This design comes from an exercise in tuning for small area on the open sky130 flow, not from production work. In this exercise RTL edits were held to simulation tests only and were not proved equivalent to the original. Power and IR drop assume default switching activity.

Design ex_stage, start of the top module:
module ex_stage
#(
    parameter int XLEN = ex_stage_pkg::XLEN_DEF
) (
    input  logic            clk,
    input  logic            reset,
    input  logic [XLEN-1:0] pc_ex,
    input  logic [XLEN-1:0] rdata1_ex,
    input  logic [XLEN-1:0] rdata2_ex,
    input  logic [XLEN-1:0] imm_ex,
    input  logic [4:0]      rs1_ex,
    input  logic [4:0]      rs2_ex,
    input  logic [4:0]      rd_ex,
    input  logic [3:0]      funct_ex,
    input  logic [1:0]      aluop_ex,
    input  logic            alusrc_ex,
    input  logic            mul_ex,
    input  logic            branch_ex,
    input  logic            memread_ex,
    input  logic            memtoreg_ex,
    input  logic            memwrite_ex,
    input  logic            regwrite_ex,
    input  logic [4:0]      memwb_rd,
    input  logic            memwb_regwrite,
    input  logic [XLEN-1:0] memwb_wdata,
    input  logic            ex_flush,
    output logic [XLEN-1:0] mem_branch_tgt,
    output logic [XLEN-1:0] mem_alu_result,
    output logic [XLEN-1:0] mem_store_data,
    output logic            mem_zero,
    output logic [4:0]      mem_rd,
    output logic            mem_branch,
    output logic            mem_memread,
    output logic            mem_memtoreg,
    output logic            mem_memwrite,
    output logic            mem_regwrite,
    output logic            ex_stall
);
Size: ~2200 cells after synthesis, roughly 210 flip-flops, roughly 560 I/O pins, ~0.019 mm^2 of cells after synthesis.
clock: 9.0 ns
lec_check: 0
cap_margin: 5
core_margin: 2
core_utilization: 56
cts_buf_list: sky130_fd_sc_hd__clkbuf_8
gpl_timing_driven: 0
setup_slack_margin: 0.2
slew_margin: 5
standard.sh (not shown) runs the stock make flow with config.mk's settings and CLKGATE_MAP_FILE= SYNTH_SCRIPT=/design/flow/synth_recipe.tcl, a recipe that flattens the netlist after the stock synthesis.
==> flow/flow/run.sh <==
#!/bin/bash
# The standard layout (standard.sh) with these changes:
#  - synthesis maps the logic with an area-oriented ABC script (flow/area.abc); the shifter
#    (ex_stage_shl) and forwarding (ex_stage_fwd) modules are kept apart until after mapping
#    and mapped with flow/shifter.abc (ABC's amap), then flattened like the rest;
#  - every port still gets a buffer, made from the smallest buffer cell (buf_1);
#  - clock tree synthesis uses clkbuf_8 with clusters of up to 12 sinks and adds no dummy loads.
set -euo pipefail
HERE=$(pwd)
cat flow/abc_override.tcl synth_recipe.tcl > my_synth.tcl
sed "s#SYNTH_SCRIPT=[^ ]*#SYNTH_SCRIPT=$HERE/my_synth.tcl#" standard.sh > my_standard.sh
export MY_ABC_SCRIPT=$HERE/flow/area.abc
export MY_ABC_SHL_SCRIPT=$HERE/flow/shifter.abc
export MY_AMAP_MODULES="ex_stage_shl ex_stage_fwd"
export SYNTH_KEEP_MODULES="ex_stage_shl ex_stage_fwd"
export BUFFER_PORTS_ARGS="-buffer_cell sky130_fd_sc_hd__buf_1"
export CTS_ARGS="-sink_clustering_enable -repair_clock_nets -buf_list sky130_fd_sc_hd__clkbuf_8 -dont_use_dummy_load -sink_clustering_size 12 -sink_clustering_max_diameter 60"
bash my_standard.sh > flow.log 2>&1
==> flow/flow/abc_override.tcl <==
# Map with flow/area.abc instead of ORFS's ABC script; the modules named in MY_AMAP_MODULES
# (kept apart until after mapping) are mapped on their own with flow/shifter.abc (ABC's amap).
# Everything else is the standard flow's synthesis.
proc abc {args} {
  set i [lsearch $args -script]
  set main_args [lreplace $args [expr {$i+1}] [expr {$i+1}] $::env(MY_ABC_SCRIPT)]
  set amap_args [lreplace $args [expr {$i+1}] [expr {$i+1}] $::env(MY_ABC_SHL_SCRIPT)]
  set sel {}
  foreach m $::env(MY_AMAP_MODULES) { lappend sel "*$m*" }
  yosys abc {*}$amap_args {*}$sel
  yosys abc {*}$main_args {*}$sel %n
}
==> flow/flow/area.abc <==
&get -n
&st
&dch
&nf -R 30
&put
topo
stime -c
==> flow/flow/shifter.abc <==
strash
dch
amap
topo
stime -c
==> next run, changes <==
--- a/flow/flow/run.sh
+++ b/flow/flow/run.sh
@@ -6,3 +6,3 @@
 #  - every port still gets a buffer, made from the smallest buffer cell (buf_1);
-#  - clock tree synthesis uses clkbuf_8 with clusters of up to 12 sinks and adds no dummy loads.
+#  - clock tree synthesis adds no dummy loads.
 set -euo pipefail
@@ -16,3 +16,3 @@
 export BUFFER_PORTS_ARGS="-buffer_cell sky130_fd_sc_hd__buf_1"
-export CTS_ARGS="-sink_clustering_enable -repair_clock_nets -buf_list sky130_fd_sc_hd__clkbuf_8 -dont_use_dummy_load -sink_clustering_size 12 -sink_clustering_max_diameter 60"
+export CTS_ARGS="-sink_clustering_enable -repair_clock_nets -buf_list sky130_fd_sc_hd__clkbuf_4 -dont_use_dummy_load"
 bash my_standard.sh > flow.log 2>&1
- CORE_UTILIZATION: 56 -> 50
- CTS_BUF_LIST: sky130_fd_sc_hd__clkbuf_8 -> sky130_fd_sc_hd__clkbuf_4
- SETUP_SLACK_MARGIN: 0.2 -> 0.1
What happened:
- routed wire length went up by 1.8%
- fmax decreases by 3.1%
- clock-buffer cell count went up by 37
- via count decreases by 0.61%
==> next run, changes <==
--- a/flow/flow/run.sh
+++ b/flow/flow/run.sh
@@ -6,3 +6,3 @@
 #  - every port still gets a buffer, made from the smallest buffer cell (buf_1);
-#  - clock tree synthesis adds no dummy loads.
+#  - clock tree synthesis uses clkbuf_8 with clusters of up to 12 sinks and adds no dummy loads.
 set -euo pipefail
@@ -16,3 +16,3 @@
 export BUFFER_PORTS_ARGS="-buffer_cell sky130_fd_sc_hd__buf_1"
-export CTS_ARGS="-sink_clustering_enable -repair_clock_nets -buf_list sky130_fd_sc_hd__clkbuf_4 -dont_use_dummy_load"
+export CTS_ARGS="-sink_clustering_enable -repair_clock_nets -buf_list sky130_fd_sc_hd__clkbuf_8 -dont_use_dummy_load -sink_clustering_size 12 -sink_clustering_max_diameter 60"
 bash my_standard.sh > flow.log 2>&1
- CTS_BUF_LIST: sky130_fd_sc_hd__clkbuf_4 -> sky130_fd_sc_hd__clkbuf_8
- SETUP_SLACK_MARGIN: 0.1 -> 0.2
Clock skew goes up by 0.021 ns.
Cell count fell by 0.99%.
First-iteration DRC count fell by 6.7%.
==> next run, changes <==
--- a/flow/flow/run.sh
+++ b/flow/flow/run.sh
@@ -6,3 +6,3 @@
 #  - every port still gets a buffer, made from the smallest buffer cell (buf_1);
-#  - clock tree synthesis uses clkbuf_8 with clusters of up to 12 sinks and adds no dummy loads.
+#  - clock tree synthesis adds no dummy loads.
 set -euo pipefail
@@ -16,3 +16,3 @@
 export BUFFER_PORTS_ARGS="-buffer_cell sky130_fd_sc_hd__buf_1"
-export CTS_ARGS="-sink_clustering_enable -repair_clock_nets -buf_list sky130_fd_sc_hd__clkbuf_8 -dont_use_dummy_load -sink_clustering_size 12 -sink_clustering_max_diameter 60"
+export CTS_ARGS="-sink_clustering_enable -repair_clock_nets -buf_list sky130_fd_sc_hd__clkbuf_4 -dont_use_dummy_load"
 bash my_standard.sh > flow.log 2>&1
- CTS_BUF_LIST: sky130_fd_sc_hd__clkbuf_8 -> sky130_fd_sc_hd__clkbuf_4
Effect:
- power grows by 2.2%
- synthesized area stays the same
- wire length grows by 0.70%
- via count grows by 1.0%
- global-route usage grows by 0.36 points

static timing again, ports no longer ideal:
In the flow no input, the clock included, has a driving cell. The finished layouts below were timed again as built, in two steps.
Step 1 sets driving cells, clkbuf_16 on the clock port and buf_2 on the other inputs (assumed; they add their load-dependent delay and slew).
Step 2 adds t to the input delays and takes it off the output delays; t is the mean of the earliest and latest rising clock arrival at the registers after step 1. Input paths then give back, and output paths get back, about the clock's delay inside the block.
a / b / c = no drivers / after step 1 / after step 2; a / b = the first two.
run | t (ns) | slack for setup (ns) | hold slack, ns | clock arrival spread, ns | worst data-port slew with drivers (ns)
the first run | 0.636 | 0.469 / 0.501 / -0.135 | 0.532 / 0.532 / 0.532 | 0.036 / 0.036 | 0.13
the second run | 0.837 | 0.201 / 0.230 / -0.607 | 0.540 / 0.540 / 0.540 | 0.081 / 0.080 | 0.14
the third run | 0.652 | 0.385 / 0.417 / -0.235 | 0.520 / 0.520 / 0.520 | 0.101 / 0.102 | 0.12
the fourth run | 0.841 | 0.276 / 0.306 / -0.535 | 0.542 / 0.542 / 0.542 | 0.090 / 0.090 | 0.14
Met with ideal ports but missed after step 2: setup timing in every run listed. The setup slack of the fourth run, which loses most, moves by +0.030 ns with the drivers and by -0.811 ns with both steps.
